Source: an optimization exercise on an open RTL-to-GDS flow (aim: small area, a short achievable clock period and few clock cycles per item). Production flows keep margins and buffers that such runs may drop.
RTL that was checked went through simulation tests only; none was proved equivalent to the original.
No functional check of the RTL was part of run 2.
Power and IR drop assume default switching activity.

### design/flow/flow/run.sh
#!/bin/bash
# The standard layout with a few changes:
#  - port buffers are buf_2 instead of the delay cell buffer_ports picks by default
#  - the resizer may swap a cell for one with another footprint
#  - clock tree: large sink clusters of clkbuf_16, no dummy loads
#  - after the standard synthesis, each mux2i_1 whose select net drives four
#    or more of them becomes an a22oi_1 fed by one shared inverter of that
#    net (same function, smaller); the rewrite is kept only if Yosys proves
#    the netlists equivalent. Registers are not touched.
set -uo pipefail
W=$PWD
VARS=(
  MATCH_CELL_FOOTPRINT=0
  "BUFFER_PORTS_ARGS=-buffer_cell sky130_fd_sc_hd__buf_2"
  "CTS_ARGS=-sink_clustering_enable -repair_clock_nets -buf_list sky130_fd_sc_hd__clkbuf_16 -sink_clustering_size 28 -sink_clustering_max_diameter 120 -dont_use_dummy_load"
)
bash standard.sh "${VARS[@]}" synth > synth.log 2>&1
R=$W/orfs/results/sky130hd/longest_prefix_route_lookup/base
LIB=$FLOW_HOME/platforms/sky130hd/lib/sky130_fd_sc_hd__tt_025C_1v80.lib
if [[ -f $R/1_2_yosys.v ]]; then
  cp $R/1_2_yosys.v $W/standard_1_2_yosys.v
  if python3 $W/flow/remap.py $W/standard_1_2_yosys.v $W/remap_1_2_yosys.v 4 > remap.log 2>&1; then
    sed -e "s#@LIB@#$LIB#" -e "s#@GOLD@#$W/standard_1_2_yosys.v#" -e "s#@GATE@#$W/remap_1_2_yosys.v#" \
      $W/flow/eq.ys.in > $W/eq.ys
    if yosys -q $W/eq.ys > eq.log 2>&1; then
      echo "equivalent: using the rewritten netlist" >> remap.log
      cp $W/remap_1_2_yosys.v $R/1_2_yosys.v
      rm -f $R/1_synth.odb $R/1_synth.sdc
    else
      echo "not proven equivalent: keeping the standard netlist" >> remap.log
    fi
  fi
fi
bash standard.sh "${VARS[@]}" finish > flow.log 2>&1
### design/flow/flow/eq.ys.in
read_liberty -ignore_miss_func @LIB@
read_verilog @GOLD@
rename longest_prefix_route_lookup gold
read_verilog @GATE@
rename longest_prefix_route_lookup gate
hierarchy -check
flatten gold gate
async2sync
rename -hide w:*.*
opt_clean
equiv_make gold gate equiv
hierarchy -top equiv
equiv_simple
equiv_induct
equiv_status -assert
### design/flow/flow/remap.py
#!/usr/bin/env python3
# Rewrite mux2i_1 cells whose select net drives several of them as a22oi_1
# fed by one shared inverter of the select net:
#   mux2i: Y = !(S ? A1 : A0)   a22oi: Y = !((A1 & A2) | (B1 & B2))
#   so A1=A0, A2=!S, B1=A1, B2=S
import re, sys, collections
src, dst = sys.argv[1], sys.argv[2]
minfan = int(sys.argv[3]) if len(sys.argv) > 3 else 4
text = open(src).read()
inst_re = re.compile(r'sky130_fd_sc_hd__mux2i_1\s+(\S+)\s*\((.*?)\);', re.S)
pin_re = re.compile(r'\.(\w+)\((.*?)\)\s*(?:,|$)', re.S)
def pins(body):
    return {m.group(1): m.group(2).strip() for m in pin_re.finditer(body.strip())}
found = [(m, pins(m.group(2))) for m in inst_re.finditer(text)]
fan = collections.Counter(p['S'] for m, p in found)
inv_of = {}
out = []
last = 0
n = 0
for m, p in found:
    s = p['S']
    if fan[s] < minfan:
        continue
    if s not in inv_of:
        inv_of[s] = 'remap_sn_%d' % len(inv_of)
    out.append(text[last:m.start()])
    out.append('sky130_fd_sc_hd__a22oi_1 %s (.A1(%s ),\n    .A2(%s),\n    .B1(%s ),\n    .B2(%s ),\n    .Y(%s ));' % (
        m.group(1), p['A0'], inv_of[s], p['A1'], s, p['Y']))
    last = m.end()
    n += 1
out.append(text[last:])
text = ''.join(out)
# declare the inverted select nets and their inverters before endmodule
decl = ''.join(' wire %s;\n' % w for w in inv_of.values())
insts = ''.join(' sky130_fd_sc_hd__inv_2 remap_inv_%d (.A(%s ),\n    .Y(%s));\n' % (i, s, w) for i, (s, w) in enumerate(inv_of.items()))
assert text.count('endmodule') == 1
text = text.replace('endmodule', decl + insts + 'endmodule')
open(dst, 'w').write(text)
print('remapped %d mux2i_1 cells on %d select nets' % (n, len(inv_of)))
### design/flow/standard.sh
#!/bin/bash
# synth_recipe.tcl (not shown) runs the flow's synth.tcl, then flattens the netlist and writes it again
# the make line also repeats each setting of config.mk as NAME=value (left out here)
make -C /OpenROAD-flow-scripts/flow DESIGN_CONFIG=/design/flow/config.mk WORK_HOME=/design/flow/orfs CLKGATE_MAP_FILE= SYNTH_SCRIPT=/design/flow/synth_recipe.tcl "${@:-finish}"
### design/flow/config.mk
export PLATFORM = sky130hd
export DESIGN_NAME = longest_prefix_route_lookup
export DESIGN_NICKNAME = longest_prefix_route_lookup
export VERILOG_FILES = /design/flow/design.v
export SDC_FILE = /design/flow/constraint.sdc
export NUM_CORES = 4
export LEC_CHECK = 0
export ABC_CLOCK_PERIOD_IN_PS = 2500
export CAP_MARGIN = 20
export CORE_MARGIN = 2
export CORE_UTILIZATION = 40
export SETUP_SLACK_MARGIN = 2.8
export SLEW_MARGIN = 20
export TNS_END_PERCENT = 5
### design/flow/constraint.sdc
create_clock -name core_clock -period 5.0 [get_ports {clk}]
set_input_delay 1.0000 -clock core_clock [delete_from_list [all_inputs] [get_ports {clk}]]
set_output_delay 1.0000 -clock core_clock [all_outputs]
set_load 0.01 [all_outputs]
### design/flow/design.v
package lprl_pkg;
    localparam int ENTRIES = 16;
    localparam int ADDR_W  = 32;
    localparam int INDEX_W = 4;
    localparam int LEN_W   = 6;
    function automatic logic [LEN_W-1:0] lead_ones(input logic [ADDR_W-1:0] m);
        logic [LEN_W-1:0] n;
        n = LEN_W'(ADDR_W);
        for (int i = 0; i < ADDR_W; i++)
        begin
            if (!m[i])
            begin
                n = LEN_W'(ADDR_W - 1 - i);
            end
        end
        lead_ones = n;
    endfunction
endpackage
import lprl_pkg::*;
module lprl_ctrl
(
    input  logic [ENTRIES-1:0] alive_in,
    input  logic [ENTRIES-1:0] b1,
    input  logic [ENTRIES-1:0] b0,
    output logic [ENTRIES-1:0] alive_out,
    output logic [1:0]         best
);
    logic ge1;    
    logic ge2;    
    logic ge3;    
    assign ge1 = |(alive_in & (b1 | b0));
    assign ge2 = |(alive_in & b1);
    assign ge3 = |(alive_in & b1 & b0);
    assign best[1] = ge2;
    assign best[0] = ge3 || (ge1 && !ge2);
    always_comb
    begin
        for (int i = 0; i < ENTRIES; i++)
        begin
            alive_out[i] = alive_in[i]
                           && !((!b1[i] && !b0[i] && ge1)
                             || (!b1[i] &&  b0[i] && ge2)
                             || ( b1[i] && !b0[i] && ge3));
        end
    end
endmodule
module lprl_step1
(
    input  logic [ENTRIES-1:0] alive_in,
    input  logic [ENTRIES-1:0] b1,
    input  logic [ENTRIES-1:0] b0,
    output logic               hit,
    output logic [INDEX_W-1:0] idx,
    output logic [1:0]         best
);
    logic [ENTRIES-1:0] set11;
    logic [ENTRIES-1:0] set1x;
    logic [INDEX_W-1:0] idx11;
    logic [INDEX_W-1:0] idx1x;
    logic [INDEX_W-1:0] idx_all;
    assign set11 = alive_in & b1 & b0;
    assign set1x = alive_in & b1;
    assign best[1] = |set1x;
    assign best[0] = |set11;
    assign hit     = |alive_in;
    always_comb
    begin
        idx11   = '0;
        idx1x   = '0;
        idx_all = '0;
        for (int i = ENTRIES - 1; i >= 0; i--)
        begin
            if (set11[i])
            begin
                idx11 = INDEX_W'(i);
            end
            if (set1x[i])
            begin
                idx1x = INDEX_W'(i);
            end
            if (alive_in[i])
            begin
                idx_all = INDEX_W'(i);
            end
        end
    end
    assign idx = best[0] ? idx11 : (best[1] ? idx1x : idx_all);
endmodule
import lprl_pkg::*;
module lprl_dp
(
    input  logic [ADDR_W-1:0]              addr,
    input  logic [ENTRIES-1:0][ADDR_W-1:0] c1,
    input  logic [ENTRIES-1:0][ADDR_W-1:0] c0,
    output logic [3:0][ENTRIES-1:0]        match_q
);
    always_comb
    begin
        for (int q = 0; q < 4; q++)
        begin
            for (int i = 0; i < ENTRIES; i++)
            begin
                match_q[q][i] = (((c1[i][8*q +: 8] & ~addr[8*q +: 8]) | (c0[i][8*q +: 8] & addr[8*q +: 8])) == '0);
            end
        end
    end
endmodule
import lprl_pkg::*;
module longest_prefix_route_lookup
(
    input  logic               clk,
    input  logic               rst_n,
    input  logic               req_valid,
    output logic               req_ready,
    input  logic               req_func,
    input  logic [INDEX_W-1:0] req_entry_index,
    input  logic               req_entry_valid,
    input  logic [ADDR_W-1:0]  req_entry_prefix,
    input  logic [ADDR_W-1:0]  req_entry_mask,
    input  logic [ADDR_W-1:0]  req_lookup_addr,
    output logic               rsp_valid,
    input  logic               rsp_ready,
    output logic               rsp_hit,
    output logic [INDEX_W-1:0] rsp_best_index,
    output logic [LEN_W-1:0]   rsp_best_length
);
    logic [ENTRIES-1:0][ADDR_W-1:1] c1_mem;
    logic [ENTRIES-1:0][ADDR_W-1:1] c0_mem;
    logic [ENTRIES-1:0]             c1_b0;
    logic [ENTRIES-1:0]             c0_b0;
    logic [ENTRIES-1:0][1:0]        k43_mem;
    logic [ENTRIES-1:0][1:0]        k21_mem;
    logic [ENTRIES-1:0][1:0]        k0f_mem;
    logic               adv;
    logic               acc;
    logic               wr;
    logic [ENTRIES-1:0] wr_sel;
    logic [ADDR_W-1:0]  wr_c1;
    logic [ADDR_W-1:0]  wr_c0;
    logic [LEN_W-1:0]   wr_len;
    logic [LEN_W-1:0]   wr_key;
    logic               s1_v;
    logic [3:0][ENTRIES-1:0] s1_q;
    logic [ENTRIES-1:0] s1_alive;
    logic               s2_v;
    logic [ENTRIES-1:0] s2_alive;
    logic [1:0]         s2_key;
    logic               s3_v;
    logic [ENTRIES-1:0] s3_alive;
    logic [3:0]         s3_key;
    logic               wa_v;
    logic [INDEX_W-1:0] wa_idx;
    logic [LEN_W-1:0]   wa_key;
    logic               wb_v;
    logic [INDEX_W-1:0] wb_idx;
    logic [1:0]         wb_key;
    logic               out_v;
    logic               out_hit;
    logic [INDEX_W-1:0] out_idx;
    logic [LEN_W-1:0]   out_len;
    logic               sk_v;
    logic               sk_hit;
    logic [INDEX_W-1:0] sk_idx;
    logic [LEN_W-1:0]   sk_len;
    logic               rdy_q;
    assign adv       = !sk_v;
    assign req_ready = rdy_q;
    assign acc       = req_valid && adv;
    assign wr        = acc && (req_func == 1'b0);
    logic [3:0] wr_hi;
    logic [3:0] wr_lo;
    always_comb
    begin
        for (int j = 0; j < 4; j++)
        begin
            wr_hi[j] = wr && (req_entry_index[3:2] == 2'(j));
            wr_lo[j] = (req_entry_index[1:0] == 2'(j));
        end
        for (int i = 0; i < ENTRIES; i++)
        begin
            wr_sel[i] = wr_hi[i / 4] && wr_lo[i % 4];
        end
    end
    assign wr_c1  = (req_entry_prefix & req_entry_mask) | {31'd0, !req_entry_valid};
    assign wr_c0  = (~req_entry_prefix & req_entry_mask) | {31'd0, !req_entry_valid};
    assign wr_len = lprl_pkg::lead_ones(req_entry_mask);
    assign wr_key = {wr_len[5], wr_len[4:0] | {5{wr_len[5]}}};
    always_ff @(posedge clk)
    begin
        for (int i = 0; i < ENTRIES; i++)
        begin
            if (wr_sel[i])
            begin
                c1_mem[i]  <= wr_c1[ADDR_W-1:1];
                c0_mem[i]  <= wr_c0[ADDR_W-1:1];
            end
            if (adv && wa_v && (wa_idx == INDEX_W'(i)))
            begin
                k43_mem[i] <= wa_key[4:3];
                k21_mem[i] <= wa_key[2:1];
            end
            if (adv && wb_v && (wb_idx == INDEX_W'(i)))
            begin
                k0f_mem[i] <= wb_key;
            end
        end
    end
    always_ff @(posedge clk or negedge rst_n)
    begin
        if (!rst_n)
        begin
            c1_b0 <= '1;
            c0_b0 <= '1;
        end
        else
        begin
            for (int i = 0; i < ENTRIES; i++)
            begin
                if (wr_sel[i])
                begin
                    c1_b0[i] <= wr_c1[0];
                    c0_b0[i] <= wr_c0[0];
                end
            end
        end
    end
    logic [3:0][ENTRIES-1:0] match_q;
    logic [ENTRIES-1:0][ADDR_W-1:0] c1_all;
    logic [ENTRIES-1:0][ADDR_W-1:0] c0_all;
    always_comb
    begin
        for (int i = 0; i < ENTRIES; i++)
        begin
            c1_all[i] = {c1_mem[i], c1_b0[i]};
            c0_all[i] = {c0_mem[i], c0_b0[i]};
        end
    end
    lprl_dp u_dp (
        .addr     (req_lookup_addr),
        .c1       (c1_all),
        .c0       (c0_all),
        .match_q  (match_q)
    );
    assign s1_alive = s1_q[3] & s1_q[2] & s1_q[1] & s1_q[0];
    logic [ENTRIES-1:0] k4, k3, k2, k1, k0, kf;
    logic [ENTRIES-1:0] alive2, alive3;
    logic [1:0]         best43, best21, best0f;
    always_comb
    begin
        for (int i = 0; i < ENTRIES; i++)
        begin
            k4[i] = k43_mem[i][1];
            k3[i] = k43_mem[i][0];
            k2[i] = k21_mem[i][1];
            k1[i] = k21_mem[i][0];
            k0[i] = k0f_mem[i][1];
            kf[i] = k0f_mem[i][0];
        end
    end
    lprl_ctrl u_st43 (.alive_in(s1_alive), .b1(k4), .b0(k3), .alive_out(alive2), .best(best43));
    lprl_ctrl u_st21 (.alive_in(s2_alive), .b1(k2), .b0(k1), .alive_out(alive3), .best(best21));
    logic               enc_hit;
    logic [INDEX_W-1:0] enc_idx;
    logic [LEN_W-1:0]   enc_len;
    lprl_step1 u_st0f (.alive_in(s3_alive), .b1(k0), .b0(kf), .hit(enc_hit), .idx(enc_idx), .best(best0f));
    assign enc_len = best0f[0] ? LEN_W'(32) : {1'b0, s3_key, best0f[1]};
    always_ff @(posedge clk)
    begin
        if (adv)
        begin
            s1_q[3]  <= (req_func == 1'b1) ? match_q[3] : '0;
            s1_q[2:0] <= match_q[2:0];
            s2_alive <= alive2;
            s2_key   <= best43;
            s3_alive <= alive3;
            s3_key   <= {s2_key, best21};
            wa_idx   <= req_entry_index;
            wa_key   <= wr_key;
            wb_idx   <= wa_idx;
            wb_key   <= {wa_key[0], wa_key[5]};
        end
    end
    always_ff @(posedge clk or negedge rst_n)
    begin
        if (!rst_n)
        begin
            s1_v <= 1'b0;
            s2_v <= 1'b0;
            s3_v <= 1'b0;
            wa_v <= 1'b0;
            wb_v <= 1'b0;
        end
        else if (adv)
        begin
            s1_v <= acc;
            s2_v <= s1_v;
            s3_v <= s2_v;
            wa_v <= wr;
            wb_v <= wa_v;
        end
    end
    logic push;
    assign push = adv && s3_v;
    always_ff @(posedge clk or negedge rst_n)
    begin
        if (!rst_n)
        begin
            out_v <= 1'b0;
            sk_v  <= 1'b0;
            rdy_q <= 1'b1;
        end
        else
        begin
            out_v <= sk_v || push || (out_v && !rsp_ready);
            sk_v  <= (sk_v || push) && out_v && !rsp_ready;
            rdy_q <= !((sk_v || push) && out_v && !rsp_ready);
        end
    end
    always_ff @(posedge clk)
    begin
        if (!out_v || rsp_ready)
        begin
            if (sk_v)
            begin
                out_hit <= sk_hit;
                out_idx <= sk_idx;
                out_len <= sk_len;
            end
            else
            begin
                out_hit <= enc_hit;
                out_idx <= enc_idx;
                out_len <= enc_len;
            end
        end
        if (!sk_v)
        begin
            sk_hit <= enc_hit;
            sk_idx <= enc_idx;
            sk_len <= enc_len;
        end
    end
    assign rsp_valid       = out_v;
    assign rsp_hit         = out_hit;
    assign rsp_best_index  = out_idx;
    assign rsp_best_length = out_len;
endmodule
==> flow_metrics.tcl, run 1 <==
set metrics [dict create \
    max-cap-violations 0 \
    slew_viol_final 0 \
    ir_drop_mv 0.242 \
    final_nets 3088 \
    grt_pass1_wl_mm 184 \
    ys_warn_count 4 \
    die_x_um 348 \
    utilization_pct 44.3 \
    clock.fmax_mhz 426 \
    first_global_vias 25600 \
    fin_area_um2 52100 \
    grt.overflow.total 0 \
    fillers 10200 \
    setup-violations-final 0 \
    cts_root_buffer "clkbuf_16" \
    path_buf_inv 1 \
    routedWlPerCell_um 28.7 \
    coreArea_um2 118000 \
    numCtsBuffers 51 \
    cts_hold_buf 0 \
    clock_sinks 1268 \
    netlist_area_um2 47200 \
    slowest_delay_ns 0.56 \
    min_path_type "primary input to async pin" \
    period_share_pct 47.0 \
    status "no timing/DRC/antenna violations" \
    crit_path_max_fanout 1 \
    setup-tns-final_ns 0 \
    crit_family "flip-flops" \
    htree_levels 2 \
    cp_cell_sequence "buf_6" \
    crit_required_ns 4.00 \
    netlist_instances 2800 \
    critical_path_arrival_ns 1.35 \
    finalHoldViolations 0 \
    rows 126 \
    synthToLayoutAreaGrowth_pct 10.4 \
    dp_hpwl_mm 80.9 \
    wirelength_mm 130 \
    drive_gt1_share_pct 14.1 \
    placed_cell_area_um2 49900 \
    place_inst 4415 \
    die_area_um2 121000 \
    rsz0062_at_grt "true" \
    multi_input_area_um2 9010 \
    cts_buffer_depth 3 \
    dr.pass1.iters 6 \
    start_kind "register" \
    place.gp.congestion 0.850 \
    viasPerCell 5.96 \
    path_clk_slew_ns 0.11 \
    max_slew_margin_pct 20.1 \
    fin_crit_ns 2.35 \
    crit_path_end_kind "primary output" \
    track_usage_pct 21.0 \
    ant_nets 0 \
    stdcell_count 4525 \
    totalPowerFinal_w 0.0203 \
    leakagePower_nw 17.0 \
    powerDensity_nw_per_um2 388 \
    initial_core_util_pct 40.2 \
    drt_iter0_markers 3474 \
    tritoncts "yes" \
    cpMaxStageDelayCell "dfstp_2" \
    grt_max_degree 67 \
    avgSynthCellArea_um2 16.9 \
    reg2reg_slack_ns 2.66 \
    ff_latch_area_um2 37800 \
    critPathKind "register to primary output" \
    clock_latency_ns 0.70 \
    worst_pin_slew_ns 1.19 \
    vias 27000 \
    synthesis.nets 2906 \
    die_h_um 348 \
    drc_errors 0 \
    io_pins 119 \
    io_buffers 118 \
    antenna_found_initial 24 \
    skew_ns 0.0641 \
]
stage by stage:
stage          hold slack (ns)  setup slack (ns)
2_1_floorplan            0.400              1.19
3_3_place_gp             0.411              1.55
3_5_place_dp             0.407              1.51
4_1_cts                  0.437              2.59
5_1_grt                  0.467              2.56
6_report                 0.441              2.65
placed cells by master, fill, tap and decap left out, types with 9 or more instances in the layout:
cell	count
nor2_1	116
mux2i_1	33
a21oi_1	29
and4_1	14
o211a_1	17
buf_4	48
nand2b_1	11
buf_12	15
buf_2	117
nand4_1	139
buf_6	10
diode_2	9
inv_2	64
nor2b_2	19
a22oi_1	532
nor3_1	30
nand3b_1	19
dfxtp_1	11
a31oi_1	9
nand3_1	73
o21ai_0	83
clkbuf_16	56
dfstp_2	33
and2_1	49
nor2b_1	11
nand2_1	86
inv_1	15
edfxtp_1	1217
path summary, 6_finish.rpt:
kind	start	end	cells after the start
setup / recovery	rdy_q	req_ready	1
hold / removal	rst_n	sk_v	1
setup reg to reg	sk_v	c1_mem[246]	6
hold reg to reg	s2_key[1]	s3_key[3]	0
max in group asynchronous	rst_n	out_v	1
min in group core_clock	s2_key[1]	s3_key[3]	0
registers in the layout (all words and copies together), names as in the netlist, 32 cells and up:
name and flops:
k0f_mem 32, k21_mem 32, k43_mem 32, c1_mem 496
c0_mem 496, s1_q 64
layout make-up:
class	count	area share [%]
flip-flops and latches	1268	72.5
multi-input cells	1368	17.3
well taps	1536	3.69
repair buffers	202	3.12
clock buffers	51	2.45
inverters	86	0.833
repair inverters	5	0.0816
diodes	9	0.0432
what timing repair did:
action	4_1_cts	5_1_grt
pin swaps	11	5
resized for setup	84	20
endpoints found under the setup margin	1205	927
buffers inserted	27	5
cloned	13	5
report_power, final:
group | internal, W | leakage, nW | switching (W)
clock network | 0.00184 | 0.629 | 0.00306
logic | 0.000756 | 4.51 | 0.00149
registers | 0.0126 | 11.9 | 0.000563
routing by layer:
layer,track usage [%],vias up,routed length (µm)
li1,-,11700,-
met4,6.49,6,4040
met5,0,-,44
met1,28.8,14000,54000
met2,34.8,1080,63200
met3,2.69,167,8470
Testbench counts, summed over its fixed seeds: cycles 2,560, items 2,528.
==> inputs of run 2 (changes only) <==
--- a/design/flow/design.v
+++ b/design/flow/design.v
@@ -92,16 +92,15 @@
     input  logic [ADDR_W-1:0]              addr,
     input  logic [ENTRIES-1:0][ADDR_W-1:0] c1,
     input  logic [ENTRIES-1:0][ADDR_W-1:0] c0,
-    output logic [3:0][ENTRIES-1:0]        match_q
+    output logic [2:0][ENTRIES-1:0]        match_q
 );
     always_comb
     begin
-        for (int q = 0; q < 4; q++)
+        for (int i = 0; i < ENTRIES; i++)
         begin
-            for (int i = 0; i < ENTRIES; i++)
-            begin
-                match_q[q][i] = (((c1[i][8*q +: 8] & ~addr[8*q +: 8]) | (c0[i][8*q +: 8] & addr[8*q +: 8])) == '0);
-            end
+            match_q[2][i] = (((c1[i][31:21] & ~addr[31:21]) | (c0[i][31:21] & addr[31:21])) == '0);
+            match_q[1][i] = (((c1[i][20:10] & ~addr[20:10]) | (c0[i][20:10] & addr[20:10])) == '0);
+            match_q[0][i] = (((c1[i][9:0]   & ~addr[9:0])   | (c0[i][9:0]   & addr[9:0]))   == '0);
         end
     end
 endmodule
@@ -140,7 +139,7 @@
     logic [LEN_W-1:0]   wr_len;
     logic [LEN_W-1:0]   wr_key;
     logic               s1_v;
-    logic [3:0][ENTRIES-1:0] s1_q;
+    logic [2:0][ENTRIES-1:0] s1_q;
     logic [ENTRIES-1:0] s1_alive;
     logic               s2_v;
     logic [ENTRIES-1:0] s2_alive;
@@ -224,7 +223,7 @@
             end
         end
     end
-    logic [3:0][ENTRIES-1:0] match_q;
+    logic [2:0][ENTRIES-1:0] match_q;
     logic [ENTRIES-1:0][ADDR_W-1:0] c1_all;
     logic [ENTRIES-1:0][ADDR_W-1:0] c0_all;
     always_comb
@@ -241,7 +240,7 @@
         .c0       (c0_all),
         .match_q  (match_q)
     );
-    assign s1_alive = s1_q[3] & s1_q[2] & s1_q[1] & s1_q[0];
+    assign s1_alive = s1_q[2] & s1_q[1] & s1_q[0];
     logic [ENTRIES-1:0] k4, k3, k2, k1, k0, kf;
     logic [ENTRIES-1:0] alive2, alive3;
     logic [1:0]         best43, best21, best0f;
@@ -268,8 +267,8 @@
     begin
         if (adv)
         begin
-            s1_q[3]  <= (req_func == 1'b1) ? match_q[3] : '0;
-            s1_q[2:0] <= match_q[2:0];
+            s1_q[2]  <= (req_func == 1'b1) ? match_q[2] : '0;
+            s1_q[1:0] <= match_q[1:0];
             s2_alive <= alive2;
             s2_key   <= best43;
             s3_alive <= alive3;
==> flow_metrics.tcl, run 2 <==
set metrics [dict create \
    status "no timing/DRC/antenna violations" \
    start_kind "primary input" \
    cts_buffer_depth 3 \
    totalPowerFinal_w 0.0203 \
    numCtsBuffers 51 \
    fin_crit_ns 2.40 \
    max-cap-violations 0 \
    slowest_delay_ns 0.50 \
    setup_slack_ns 2.60 \
    io_pins 119 \
    final_nets 3139 \
    leakagePower_nw 17.1 \
    finalHoldViolations 0 \
    rsz0062_at_grt "true" \
    die_x_um 347 \
    path_clk_slew_ns 0.11 \
    pre_cts_ws_ns 1.23 \
    clock_latency_ns 0.69 \
    final_common_cell "edfxtp_1" \
    drive_gt1_share_pct 16.3 \
    cts_hold_buf 0 \
    critPathKind "primary input to register" \
    critical_path_arrival_ns 2.77 \
    tritoncts "yes" \
    die_area_um2 120000 \
    synthToLayoutAreaGrowth_pct 11.3 \
    drt_iter0_markers 3704 \
    synthesis.nets 2938 \
    initial_core_util_pct 40.4 \
    setup-violations-final 0 \
    vias 27800 \
    coreArea_um2 116000 \
    powerDensity_nw_per_um2 389 \
    max_slew_margin_pct 23.3 \
    drc_errors 0 \
    routedWlPerCell_um 30.2 \
    wirelength_mm 138 \
    track_usage_pct 22.1 \
    die_h_um 347 \
    dr.pass1.iters 5 \
    netlist_instances 2832 \
    viasPerCell 6.10 \
    ir_drop_mv 0.286 \
    rows 125 \
    ys_warn_count 4 \
    grt.overflow.total 0 \
    crit_path_max_fanout 18 \
    grt_pass1_wl_mm 191 \
    dp_hpwl_mm 84.1 \
    final_cell_mix "edfxtp_1 (1201), a22oi_1 (485), nand2_1 (126)" \
    cpMaxStageDelayCell "nor3_1" \
    slew_viol_final 0 \
    ff_latch_area_um2 37300 \
    place.gp.congestion 0.858 \
    crit_required_ns 5.37 \
    antenna_found_initial 7 \
    clock.fmax_mhz 417 \
    htree_levels 2 \
    grt_max_degree 67 \
    r2r_cells 6 \
    top_regs "c0_mem (496), c1_mem (496), s1_q (48)" \
    ant_nets 0 \
    fillers 10100 \
    period_share_pct 48.0 \
    min_path_type "primary input to async pin" \
    cts_root_buffer "clkbuf_16" \
    clock_sinks 1252 \
    first_global_vias 26000 \
    multi_input_area_um2 9470 \
    cp_cell_sequence "buf_2, inv_2, a22oi_1, nand4_1, nor3_1" \
    avgSynthCellArea_um2 16.6 \
    setup-tns-final_ns 0 \
    io_buffers 118 \
    skew_ns 0.0891 \
    netlist_area_um2 47000 \
    worst_pin_slew_ns 1.15 \
    utilization_pct 45.0 \
    crit_path_end_kind "register" \
]
-- run 2: cell type report --
class                      count  area share (%)
tap                         1524            3.64
clock buffer                  51            2.44
multi-input combinational   1409            18.1
sequential                  1252            71.3
antenna                        2         0.00957
timing repair inverter         6           0.100
timing repair buffer         217            3.43
inverter                      96           0.933
-- run 2: final timing paths --
| kind | end | startpoint | slack, ns |
|---|---|---|---|
| min in group core_clock | s3_key[2] | s2_key[0] | 0.44 |
| max in group asynchronous | sk_v | rst_n | 4.19 |
| setup / recovery | s1_q[33] | req_lookup_addr[31] | 2.60 |
| hold reg to reg | s3_key[2] | s2_key[0] | 0.44 |
| setup reg to reg | s2_alive[12] | k43_mem[7] | 2.66 |
| hold / removal | wa_v | rst_n | 0.38 |
-- run 2: what timing repair did --
action,CTS,global route
resized for setup,109,58
cloned,11,8
hold endpoints to repair,0,0
setup buffers,28,22
pin swaps,13,26
endpoints found under the setup margin,1086,921
-- run 2: stage by stage --
step	instances	cell area [µm²]	hold slack [ns]
2_1_floorplan	2832	47100	0.400
3_3_place_gp	4433	49600	0.403
3_5_place_dp	4434	49700	0.415
4_1_cts	4524	51800	0.439
5_1_grt	4555	52300	0.399
6_report	4557	52300	0.376
-- run 2: routing by layer --
| layer | global-route usage [%] | up-vias | wire length [µm] |
|---|---|---|---|
| met3 | 3.31 | 192 | 11600 |
| met2 | 35.3 | 1380 | 64300 |
| li1 | - | 11900 | - |
| met1 | 30.9 | 14400 | 56600 |
| met5 | 0 | - | 41 |
| met4 | 7.99 | 6 | 5200 |
-- run 2: power by group --
part           internal, W  switching, W  total [W]
Clock              0.00183       0.00303    0.00487
Combinational     0.000855       0.00164    0.00249
Sequential          0.0124      0.000607     0.0130
-- run 2: worst max-delay path: cells and delay by family --
kind                   cells  cell delay (ns)
AO/OA/AOI/OAI              1             0.29
buffers and inverters      2             0.84
AND/OR/NAND/NOR            2             0.63

[afterwards: timing with drivers on the ports]
How much do the figures lean on ideal ports? The routed layouts below were timed once more, with nothing changed but the port constraints.
Step 1: set_driving_cell puts a clkbuf_16 on clk and a buf_2 on each other input, an assumption about the parent block.
Step 2 also shifts input and output timing later by t, the mid clock arrival at the registers, as if the neighbouring blocks saw the same clock.
Slacks: ideal / step 1 / step 2; pairs: ideal / step 1.
run | t (ns) | setup WS [ns] | worst hold slack (ns)
run 1 | 0.738 | 2.650 / 2.580 / 1.989 | 0.441 / 0.406 / 0.441
run 2 | 0.724 | 2.600 / 2.630 / 1.906 | 0.376 / 0.328 / 0.436
After both steps every run listed still meets setup and hold. The setup slack of run 2, which loses most, moves by +0.030 ns with the drivers and by -0.694 ns with both steps.
